Source: an optimization exercise on an open RTL-to-GDS flow (aim: small area, a short achievable clock period and few clock cycles per item). Production flows keep margins and buffers that such runs may drop. The RTL was checked by simulation tests, not by an equivalence proof against the original design. Power figures rest on the tool's default switching activity, not on a simulated workload.

### config.mk
export PLATFORM = sky130hd
export DESIGN_NAME = radio_pairing_slave_fsm_top
export DESIGN_NICKNAME = radio_pairing_slave_fsm_top
export VERILOG_FILES = /design/flow/design.v
export SDC_FILE = /design/flow/constraint.sdc
export NUM_CORES = 4
export LEC_CHECK = 0
export CAP_MARGIN = 20
export CORE_MARGIN = 2
export CORE_UTILIZATION = 40
export SLEW_MARGIN = 20
### constraint.sdc
create_clock -name core_clock -period 5.5 [get_ports {clk}]
set_input_delay 1.1000 -clock core_clock [delete_from_list [all_inputs] [get_ports {clk}]]
set_output_delay 1.1000 -clock core_clock [all_outputs]
set_load 0.01 [all_outputs]
### design.v
`timescale 1ns / 1ps
package rpsf_pkg;
	localparam int unsigned ADDR_W  = 40;
	localparam int unsigned WORD_W  = 32;
	localparam int unsigned TIME_W  = 32;
	localparam int unsigned TMO_W   = 16;
	localparam int unsigned COUNT_W = 8;
	localparam int unsigned LEN_W   = 6;
	localparam int unsigned CMD_W   = 8;
	localparam int unsigned PHASE_W = 3;
	localparam int unsigned CFG_IDX_W = 3;
	localparam logic [CMD_W-1:0] CMD_REQUEST_CODE  = 8'd1;
	localparam logic [CMD_W-1:0] CMD_RESPONSE_CODE = 8'd2;
	localparam logic [CMD_W-1:0] CMD_PING_CODE     = 8'd3;
	localparam logic [CMD_W-1:0] CMD_PONG_CODE     = 8'd4;
	localparam logic [LEN_W-1:0] RESPONSE_LENGTH   = 6'd6;
	localparam logic [LEN_W-1:0] VERIFY_LENGTH     = 6'd8;
	localparam logic KIND_REQUEST = 1'b0;
	localparam logic KIND_PONG    = 1'b1;
	localparam logic [ADDR_W-1:0]  DEFAULT_ADDRESS_RST = 40'd733295205870;
	localparam logic [WORD_W-1:0]  DEVICE_ID_RST       = 32'd272914040;
	localparam logic [WORD_W-1:0]  HOST_MAGIC_RST      = 32'd0;
	localparam logic [WORD_W-1:0]  SLAVE_MAGIC_RST     = 32'd0;
	localparam logic [COUNT_W-1:0] VERIFY_TARGET_RST   = 8'd5;
	localparam logic [TMO_W-1:0]   RESPONSE_TMO_RST    = 16'd100;
	localparam logic [TMO_W-1:0]   VERIFY_TMO_RST      = 16'd5000;
	localparam logic [TMO_W-1:0]   SILENT_DONE_RST     = 16'd3000;
	localparam logic [COUNT_W-1:0] COUNT_MAX = {COUNT_W{1'b1}};
	typedef enum logic [PHASE_W-1:0] {
		PH_IDLE   = 3'd0,
		PH_SEND   = 3'd1,
		PH_WAIT   = 3'd2,
		PH_VERIFY = 3'd3,
		PH_DONE   = 3'd4
	} phase_t;
	typedef enum logic [CFG_IDX_W-1:0] {
		REG_DEFAULT_ADDRESS = 3'd0,
		REG_DEVICE_ID       = 3'd1,
		REG_HOST_MAGIC      = 3'd2,
		REG_SLAVE_MAGIC     = 3'd3,
		REG_VERIFY_TARGET   = 3'd4,
		REG_RESPONSE_TMO    = 3'd5,
		REG_VERIFY_TMO      = 3'd6,
		REG_SILENT_DONE     = 3'd7
	} cfg_reg_t;
endpackage
`timescale 1ns / 1ps
module radio_pairing_slave_fsm_top (
	input  logic                                 clk,
	input  logic                                 arst_n,
	input  logic                                 cfg_we,
	input  logic [rpsf_pkg::CFG_IDX_W-1:0]       cfg_index,
	input  logic [rpsf_pkg::ADDR_W-1:0]          cfg_data,
	input  logic                                 poll_valid,
	output logic                                 poll_ready,
	input  logic                                 poll_enable,
	input  logic [rpsf_pkg::TIME_W-1:0]          poll_now_ms,
	input  logic                                 poll_rx_valid,
	input  logic [rpsf_pkg::LEN_W-1:0]           poll_rx_length,
	input  logic [rpsf_pkg::CMD_W-1:0]           poll_rx_command,
	input  logic [rpsf_pkg::WORD_W-1:0]          poll_rx_magic,
	input  logic [rpsf_pkg::ADDR_W-1:0]          poll_rx_granted_address,
	output logic                                 result_valid,
	input  logic                                 result_ready,
	output logic                                 result_send_valid,
	output logic                                 result_send_kind,
	output logic [rpsf_pkg::WORD_W-1:0]          result_send_word,
	output logic [rpsf_pkg::ADDR_W-1:0]          result_send_address,
	output logic [rpsf_pkg::ADDR_W-1:0]          result_link_address,
	output logic                                 result_rx_flush,
	output logic [rpsf_pkg::PHASE_W-1:0]         result_phase,
	output logic [rpsf_pkg::COUNT_W-1:0]         result_verify_count,
	output logic                                 result_finish
);
	logic [rpsf_pkg::ADDR_W-1:0]  default_address_q;
	logic [rpsf_pkg::WORD_W-1:0]  device_id_q;
	logic [rpsf_pkg::WORD_W-1:0]  host_magic_q;
	logic [rpsf_pkg::WORD_W-1:0]  slave_magic_q;
	logic [rpsf_pkg::COUNT_W-1:0] verify_target_q;
	logic [rpsf_pkg::TMO_W-1:0]   response_tmo_q;
	logic [rpsf_pkg::TMO_W-1:0]   verify_tmo_q;
	logic [rpsf_pkg::TMO_W-1:0]   silent_done_q;
	rpsf_pkg::phase_t             phase_q;
	logic                         enable_prev_q;
	logic [rpsf_pkg::TIME_W-1:0]  wait_start_q;
	logic [rpsf_pkg::TIME_W-1:0]  last_ping_q;
	logic [rpsf_pkg::COUNT_W-1:0] ping_count_q;
	logic                         goal_q;
	logic [rpsf_pkg::ADDR_W-1:0]  granted_q;
	logic [rpsf_pkg::ADDR_W-1:0]  current_q;
	logic                         valid_s1;
	logic                         enable_s1;
	logic [rpsf_pkg::TIME_W-1:0]  now_s1;
	logic                         rx_valid_s1;
	logic [rpsf_pkg::LEN_W-1:0]   rx_length_s1;
	logic [rpsf_pkg::CMD_W-1:0]   rx_command_s1;
	logic [rpsf_pkg::WORD_W-1:0]  rx_magic_s1;
	logic [rpsf_pkg::ADDR_W-1:0]  rx_addr_s1;
	logic                         valid_s2;
	logic                         send_valid_s2;
	logic                         send_kind_s2;
	logic [rpsf_pkg::WORD_W-1:0]  send_word_s2;
	logic [rpsf_pkg::ADDR_W-1:0]  send_address_s2;
	logic [rpsf_pkg::ADDR_W-1:0]  link_address_s2;
	logic                         rx_flush_s2;
	logic [rpsf_pkg::PHASE_W-1:0] phase_s2;
	logic [rpsf_pkg::COUNT_W-1:0] count_s2;
	logic                         finish_s2;
	logic                         fire;
	logic                         rise;
	rpsf_pkg::phase_t             phase_e;
	rpsf_pkg::phase_t             phase_d;
	logic [rpsf_pkg::TIME_W-1:0]  wait_e;
	logic [rpsf_pkg::TIME_W-1:0]  last_e;
	logic [rpsf_pkg::COUNT_W-1:0] count_e;
	logic                         goal_e;
	logic [rpsf_pkg::ADDR_W-1:0]  granted_e;
	logic [rpsf_pkg::ADDR_W-1:0]  current_e;
	logic [rpsf_pkg::TIME_W-1:0]  wait_d;
	logic [rpsf_pkg::TIME_W-1:0]  last_d;
	logic [rpsf_pkg::COUNT_W-1:0] count_d;
	logic                         goal_d;
	logic [rpsf_pkg::ADDR_W-1:0]  granted_d;
	logic [rpsf_pkg::ADDR_W-1:0]  current_d;
	logic [rpsf_pkg::COUNT_W-1:0] count_inc;
	logic [rpsf_pkg::TIME_W-1:0]  since_wait;
	logic [rpsf_pkg::TIME_W-1:0]  since_ping;
	logic                         resp_ok;
	logic                         ping_ok;
	logic                         resp_tmo;
	logic                         verify_tmo;
	logic                         silent_tmo;
	logic                         send_valid_d;
	logic                         send_kind_d;
	logic [rpsf_pkg::WORD_W-1:0]  send_word_d;
	logic [rpsf_pkg::ADDR_W-1:0]  send_address_d;
	logic                         rx_flush_d;
	logic                         finish_d;
	assign fire       = valid_s1 && (!valid_s2 || result_ready);
	assign poll_ready = !valid_s1 || fire;
	always_ff @(posedge clk or negedge arst_n) begin
		if (!arst_n) begin
			default_address_q <= rpsf_pkg::DEFAULT_ADDRESS_RST;
			device_id_q       <= rpsf_pkg::DEVICE_ID_RST;
			host_magic_q      <= rpsf_pkg::HOST_MAGIC_RST;
			slave_magic_q     <= rpsf_pkg::SLAVE_MAGIC_RST;
			verify_target_q   <= rpsf_pkg::VERIFY_TARGET_RST;
			response_tmo_q    <= rpsf_pkg::RESPONSE_TMO_RST;
			verify_tmo_q      <= rpsf_pkg::VERIFY_TMO_RST;
			silent_done_q     <= rpsf_pkg::SILENT_DONE_RST;
		end else if (cfg_we) begin
			case (cfg_index)
				rpsf_pkg::REG_DEFAULT_ADDRESS: default_address_q <= cfg_data;
				rpsf_pkg::REG_DEVICE_ID:     device_id_q   <= cfg_data[rpsf_pkg::WORD_W-1:0];
				rpsf_pkg::REG_HOST_MAGIC:    host_magic_q  <= cfg_data[rpsf_pkg::WORD_W-1:0];
				rpsf_pkg::REG_SLAVE_MAGIC:   slave_magic_q <= cfg_data[rpsf_pkg::WORD_W-1:0];
				rpsf_pkg::REG_VERIFY_TARGET:
					verify_target_q <= cfg_data[rpsf_pkg::COUNT_W-1:0];
				rpsf_pkg::REG_RESPONSE_TMO:  response_tmo_q <= cfg_data[rpsf_pkg::TMO_W-1:0];
				rpsf_pkg::REG_VERIFY_TMO:    verify_tmo_q   <= cfg_data[rpsf_pkg::TMO_W-1:0];
				rpsf_pkg::REG_SILENT_DONE:   silent_done_q  <= cfg_data[rpsf_pkg::TMO_W-1:0];
				default: ;
			endcase
		end
	end
	always_ff @(posedge clk or negedge arst_n) begin
		if (!arst_n) begin
			valid_s1 <= 1'b0;
		end else if (poll_ready) begin
			valid_s1 <= poll_valid;
		end
	end
	always_ff @(posedge clk) begin
		if (poll_valid && poll_ready) begin
			enable_s1     <= poll_enable;
			now_s1        <= poll_now_ms;
			rx_valid_s1   <= poll_rx_valid;
			rx_length_s1  <= poll_rx_length;
			rx_command_s1 <= poll_rx_command;
			rx_magic_s1   <= poll_rx_magic;
			rx_addr_s1    <= poll_rx_granted_address;
		end
	end
	assign rise      = enable_s1 && !enable_prev_q;
	assign phase_e   = rise ? rpsf_pkg::PH_IDLE : phase_q;
	assign wait_e    = rise ? '0 : wait_start_q;
	assign last_e    = rise ? '0 : last_ping_q;
	assign count_e   = rise ? '0 : ping_count_q;
	assign goal_e    = rise ? 1'b0 : goal_q;
	assign granted_e = rise ? '0 : granted_q;
	assign current_e = rise ? default_address_q : current_q;
	assign resp_ok = rx_valid_s1 && (rx_length_s1 == rpsf_pkg::RESPONSE_LENGTH)
		&& (rx_command_s1 == rpsf_pkg::CMD_RESPONSE_CODE);
	assign ping_ok = rx_valid_s1 && (rx_length_s1 == rpsf_pkg::VERIFY_LENGTH)
		&& (rx_command_s1 == rpsf_pkg::CMD_PING_CODE) && (rx_magic_s1 == host_magic_q);
	assign since_wait = now_s1 - wait_e;
	assign since_ping = now_s1 - last_e;
	assign resp_tmo   = since_wait > {{(rpsf_pkg::TIME_W-rpsf_pkg::TMO_W){1'b0}}, response_tmo_q};
	assign verify_tmo = since_wait > {{(rpsf_pkg::TIME_W-rpsf_pkg::TMO_W){1'b0}}, verify_tmo_q};
	assign silent_tmo = since_ping > {{(rpsf_pkg::TIME_W-rpsf_pkg::TMO_W){1'b0}}, silent_done_q};
	assign count_inc  = (count_e != rpsf_pkg::COUNT_MAX) ? count_e + 1'b1 : count_e;
	always_comb begin
		phase_d = phase_e;
		if (!enable_s1) begin
			phase_d = rpsf_pkg::PH_IDLE;
		end else begin
			unique case (phase_e)
				rpsf_pkg::PH_IDLE: phase_d = rpsf_pkg::PH_SEND;
				rpsf_pkg::PH_SEND: phase_d = rpsf_pkg::PH_WAIT;
				rpsf_pkg::PH_WAIT: begin
					if (resp_ok)
						phase_d = rpsf_pkg::PH_VERIFY;
					else if (resp_tmo)
						phase_d = rpsf_pkg::PH_SEND;
				end
				rpsf_pkg::PH_VERIFY: begin
					if (!ping_ok) begin
						if (goal_e) begin
							if (silent_tmo)
								phase_d = rpsf_pkg::PH_DONE;
						end else if (verify_tmo) begin
							phase_d = rpsf_pkg::PH_SEND;
						end
					end
				end
				rpsf_pkg::PH_DONE: phase_d = rpsf_pkg::PH_DONE;
				default: phase_d = rpsf_pkg::PH_IDLE;
			endcase
		end
	end
	always_comb begin
		wait_d         = wait_e;
		last_d         = last_e;
		count_d        = count_e;
		goal_d         = goal_e;
		granted_d      = granted_e;
		current_d      = current_e;
		send_valid_d   = 1'b0;
		send_kind_d    = rpsf_pkg::KIND_REQUEST;
		send_word_d    = '0;
		send_address_d = '0;
		rx_flush_d     = 1'b0;
		finish_d       = 1'b0;
		if (enable_s1) begin
			unique case (phase_e)
				rpsf_pkg::PH_SEND: begin
					current_d      = default_address_q;
					send_valid_d   = 1'b1;
					send_word_d    = device_id_q;
					send_address_d = default_address_q;
					wait_d         = now_s1;
				end
				rpsf_pkg::PH_WAIT: begin
					if (resp_ok) begin
						granted_d  = rx_addr_s1;
						current_d  = rx_addr_s1;
						rx_flush_d = 1'b1;
						count_d    = '0;
						wait_d     = now_s1;
					end
				end
				rpsf_pkg::PH_VERIFY: begin
					if (ping_ok) begin
						wait_d         = now_s1;
						last_d         = now_s1;
						send_valid_d   = 1'b1;
						send_kind_d    = rpsf_pkg::KIND_PONG;
						send_word_d    = slave_magic_q;
						send_address_d = granted_e;
						count_d        = count_inc;
						goal_d         = goal_e || (count_inc >= verify_target_q);
					end
				end
				rpsf_pkg::PH_DONE: finish_d = 1'b1;
				default: ;
			endcase
		end
	end
	always_ff @(posedge clk or negedge arst_n) begin
		if (!arst_n) begin
			phase_q       <= rpsf_pkg::PH_IDLE;
			enable_prev_q <= 1'b0;
			wait_start_q  <= '0;
			last_ping_q   <= '0;
			ping_count_q  <= '0;
			goal_q        <= 1'b0;
			granted_q     <= '0;
			current_q     <= rpsf_pkg::DEFAULT_ADDRESS_RST;
		end else if (fire) begin
			phase_q       <= phase_d;
			enable_prev_q <= enable_s1;
			wait_start_q  <= wait_d;
			last_ping_q   <= last_d;
			ping_count_q  <= count_d;
			goal_q        <= goal_d;
			granted_q     <= granted_d;
			current_q     <= current_d;
		end
	end
	always_ff @(posedge clk or negedge arst_n) begin
		if (!arst_n) begin
			valid_s2 <= 1'b0;
		end else if (fire) begin
			valid_s2 <= 1'b1;
		end else if (result_ready) begin
			valid_s2 <= 1'b0;
		end
	end
	always_ff @(posedge clk) begin
		if (fire) begin
			send_valid_s2   <= send_valid_d;
			send_kind_s2    <= send_kind_d;
			send_word_s2    <= send_word_d;
			send_address_s2 <= send_address_d;
			link_address_s2 <= current_d;
			rx_flush_s2     <= rx_flush_d;
			phase_s2        <= phase_d;
			count_s2        <= count_d;
			finish_s2       <= finish_d;
		end
	end
	assign result_valid        = valid_s2;
	assign result_send_valid   = send_valid_s2;
	assign result_send_kind    = send_kind_s2;
	assign result_send_word    = send_word_s2;
	assign result_send_address = send_address_s2;
	assign result_link_address = link_address_s2;
	assign result_rx_flush     = rx_flush_s2;
	assign result_phase        = phase_s2;
	assign result_verify_count = count_s2;
	assign result_finish       = finish_s2;
endmodule
### run.sh
#!/bin/bash
# synth_recipe.tcl (not shown) runs the flow's synth.tcl, then flattens the netlist and writes it again
# the make line also repeats each setting of config.mk as NAME=value (left out here)
make -C /OpenROAD-flow-scripts/flow DESIGN_CONFIG=/design/flow/config.mk WORK_HOME=/design/flow/orfs CLKGATE_MAP_FILE= SYNTH_SCRIPT=/design/flow/synth_recipe.tcl finish
==> results.py <==
metrics = {
    "route": {
        "drt_first_pass_iters": 8,
        "vias": 21930,
        "wl_per_cell_um": 23.24,
        "drt-initial-drc-count": 1845,
        "routed_wl_um": 90330,
        "vias_per_cell": 5.642,
        "drc": 0,
        "ant_nets": 0,
    },
    "cells_and_area": {
        "fin_util": 0.4926,
        "final_area_um2": 35880,
        "area_growth_pct": 22.14,
        "drive_above_1_share": 0.1605,
        "fin_nets": 3158,
    },
    "floorplan": {
        "core_um2": 72830,
        "dieHeight_um": 275.0,
        "rows": 99,
        "start_util": 0.4033,
        "io_pins": 297,
        "dieArea_um2": 75620,
        "die_x_um": 275.0,
    },
    "timing": {
        "hold_viol": 0,
        "max_slew_margin": 0.2156,
        "finalSetupTns_ns": 0,
        "period_share": 0.9146,
        "finalSetupViolations": 0,
        "fmax_mhz": 198.8,
        "rsz0062_at_grt": "false",
        "worstMarginPinSlew_ns": 1.174,
        "drv_slew": 0,
        "period_minus_slack_ns": 5.030,
        "skew_ns": 0.04116,
    },
    "synthesis": {
        "netlist_area_um2": 29380,
        "ys_seq_elements": 598,
        "ys_dominant_reg_cell": "dfrtp_1",
        "avgSynthCellArea_um2": 11.36,
        "synth_edf_count": 247,
        "synthArstFlopShare": 0.5870,
        "yosys_warnings": 1,
        "ys_seq_area_frac": 0.5549,
        "syn_nets": 2879,
        "netlist_instances": 2586,
        "yosysUniqueCellTypes": 87,
    },
    "worst_setup_path": {
        "worstPathRequired_ns": 5.96,
        "reg2regPathDepth": 22,
        "crit_arrival_ns": 5.49,
        "cp-end-kind": "register",
        "r2r-end": "phase_s2[0]$_DFFE_PP_",
        "endpoint": "phase_s2[0]$_DFFE_PP_",
        "worst-setup-path-type": "register to register",
        "crit_start": "enable_prev_q$_DFFE_PN0P_",
        "r2r_setup_slack_ns": 0.47,
        "reg2reg_from": "enable_prev_q$_DFFE_PN0P_",
        "start_kind": "register",
        "worst-path-max-fanout": 12,
    },
    "cts": {
        "htree_levels": 3,
        "post-cts-setup-buffer-count": 0,
        "cts_tree": "done",
        "cts.path.max_buffers": 3,
        "clkTransAtPathRegs_ns": 0.06,
        "cts_made_buffers": 70,
        "cts_sinks": 598,
        "root_buffer": "clkbuf_16",
        "clk_latency_ns": 0.64,
    },
    "grt": {
        "grt_use_met2": 0.3776,
        "grt_pass1_vias": 22120,
        "grtUsageTotal": 0.2360,
        "grt_pass1_wl_um": 136200,
        "grt_max_degree": 99,
        "grt-ovfl-total": 0,
        "grt_util_met1": 0.3255,
        "antenna_found_initial": 9,
        "top_usage_layer": "met2",
        "use_met3": 0.03727,
    },
    "run_status": {
        "status": "complete, no violations",
    },
    "placement": {
        "place_area_um2": 33460,
        "gp_congestion": 0.9111,
        "dp_hpwl_um": 63290,
        "port_buffers": 296,
    },
    "worst_hold_path": {
        "hold_path_class": "input pin to asynchronous set/reset pin",
    },
    "power_and_ir_drop": {
        "p_per_area_nw_per_um2": 397.0,
        "leakagePower_nw": 14.30,
        "ir_worst_vdd_mv": 0.2922,
    },
    "job": {
        "maxCapViolCount": 0,
    },
}
==> area by class of cell <==
class                   instances  area, um^2
inverters                      92       350.3
flip-flops and latches        598       16300
clock inverters                32       386.6
well taps                     959        1200
repair buffers                337        3317
clock buffers                  98        1998
diodes                          4       10.01
fillers                      6562       36960
multi-input cells            1766       12310
==> cells in the final DEF (no fill, tap or decap), drive strengths merged, types with 24 or more instances in the layout <==
cell type,Yosys,routed
dfstp,80,80
nand3,31,31
nand2,327,327
nand4,43,43
xor2,24,24
a22oi,75,75
ha,123,123
clkdlybuf4s50,0,295
a21oi,121,121
o21ai,148,148
a21o,32,32
nor2,187,187
mux2,191,191
nor3,35,35
buf,25,42
clkbuf,106,98
dfrtp,271,271
mux2i,24,24
inv,92,97
xnor2,49,49
a22o,94,94
edfxtp,247,247
==> cells by family (layout without fill, tap and decap cells) <==
kind of cell | after synthesis | count (layout) | synth area share
adders and majority gates | 125 | 125 | 0.05375
other | 0 | 4 | 0
buffers and inverters | 223 | 559 | 0.02999
and+or+nand+nor | 740 | 741 | 0.1143
AOI/OAI and AO/OA | 612 | 612 | 0.1439
xor gates and xnor gates | 73 | 73 | 0.02176
DFF | 598 | 598 | 0.5549
muxes | 215 | 215 | 0.08140
==> synth_stat cells (8+ instances only) <==
library cell	instances	area share
a21oi_1	118	0.020
a211oi_1	15	0.0038
a22oi_1	75	0.019
clkbuf_1	106	0.014
inv_1	92	0.012
nand3_1	31	0.0053
nor4_1	11	0.0023
buf_1	11	0.0014
nor3_1	33	0.0056
dfstp_2	80	0.072
and2_1	18	0.0038
a31oi_1	11	0.0023
dfrtp_1	271	0.23
o31ai_1	8	0.0020
edfxtp_1	247	0.25
xor2_1	24	0.0072
a22o_1	94	0.028
o21ai_1	14	0.0024
a21o_1	32	0.0082
nand2b_1	16	0.0034
o21ai_0	134	0.023
nor2b_1	15	0.0032
mux2_2	191	0.073
mux2i_1	24	0.0082
nand4_1	43	0.0092
nor2_1	187	0.024
ha_1	123	0.052
nand2_1	326	0.042
buf_2	8	0.0014
o21a_1	23	0.0059
or3_1	9	0.0019
xnor2_1	49	0.015
o211ai_1	15	0.0038
and3_1	12	0.0026
a222oi_1	20	0.0068
==> per-stage QoR <==
| step | power, mW | hold slack, ns | setup WS [ns] | cells |
|---|---|---|---|---|
| 3_5_place_dp | 9.548 | 0.4500 | 0.2312 | 3751 |
| 3_3_place_gp | 9.453 | 0.4451 | 0.3968 | 3751 |
| 2_1_floorplan | 8.171 | 0.4377 | 0.4464 | 2586 |
| 5_1_grt | 14.98 | 0.4795 | 0.02169 | 3885 |
| 6_report | 14.24 | 0.4568 | 0.4698 | 3886 |
| 4_1_cts | 14.34 | 0.4554 | 0.2198 | 3881 |
==> routing by layer <==
metal / vias to the layer above / part of all wire
met1: 11010 / 0.44
li1: 10060 / -
met4: 8 / 0.030
met5: - / 0.00053
met2: 698 / 0.47
met3: 154 / 0.054
==> how the worst min path moves through the flow <==
stage,cells past startpoint,startpoint,endpoint,slack [ns]
finish,1,arst_n,default_address_q[30]$_DFFE_PN0P_,0.46
global route,2,current_q[14]$_DFFE_PN1P_,current_q[14]$_DFFE_PN1P_,0.48
CTS,1,arst_n,current_q[30]$_DFFE_PN0P_,0.46
detailed placement,2,current_q[37]$_DFFE_PN1P_,current_q[37]$_DFFE_PN1P_,0.45
global placement,2,current_q[24]$_DFFE_PN1P_,current_q[24]$_DFFE_PN1P_,0.45
floorplan,2,last_ping_q[31]$_DFFE_PN0P_,last_ping_q[31]$_DFFE_PN0P_,0.44
==> what timing repair did <==
item                       CTS  global route
gates resized for setup      0             4
hold buffers                 0             0
setup endpoints to repair    0             6
==> registers in the layout (all words and copies together) (netlist names), 32 cells and up <==
name               count
now_s1                32
current_q             40
slave_magic_q         32
rx_magic_s1           32
send_address_s2       40
host_magic_q          32
wait_start_q          32
device_id_q           32
granted_q             40
last_ping_q           32
rx_addr_s1            40
default_address_q     40
link_address_s2       40
send_word_s2          32
==> where the power goes <==
part | total, mW | internal [mW] | switching [mW]
clock network | 4.74 | 2.74 | 2.01
registers | 5.92 | 5.50 | 0.427
logic | 3.58 | 1.55 | 2.03
==> worst max-delay path, cell delays in order (launching register included) <==
cell	delay, ns
dfrtp_2	0.51
nand2b_4	0.30
nand2_1	0.11
ha_1	0.36
and3_1	0.20
a211oi_1	0.33
and2_1	0.21
o21ai_0	0.12
and2_1	0.19
o21ai_0	0.14
nand2b_1	0.08
xor2_1	0.14
ha_1	0.29
a21oi_1	0.14
nor2_1	0.06
a211oi_1	0.21
o21ai_0	0.10
nor4_1	0.21
o2bb2ai_1	0.12
a2111o_1	0.36
nor4_1	0.37
nor2_1	0.10
a21oi_1	0.19
Testbench counts, summed over its fixed seeds: cycles 24,016, items 24,000.

[separate check: timing with driven ports]
In the flow no input, the clock included, has a driving cell. The finished layout below was timed again as built, in two steps.
Step 1 assumes that a clkbuf_16 drives the clock port and a buf_2 every other input.
Step 2 times the ports against the registers' clock, not the clock port: input delays grow and output delays shrink by t, the midpoint of the rising clock arrivals with the driver on.
a / b / c = no drivers / after step 1 / after step 2; a / b = the first two.
t (ns): 0.687
slack for setup (ns): 0.470 / 0.470 / 0.470
slew at the worst register clock pin (ns): 0.06 / 0.06
pins driven straight from the clock port: 1
After both steps this run still meets setup and hold. The setup slack of this run moves by 0.000 ns with the drivers and by 0.000 ns with both steps.
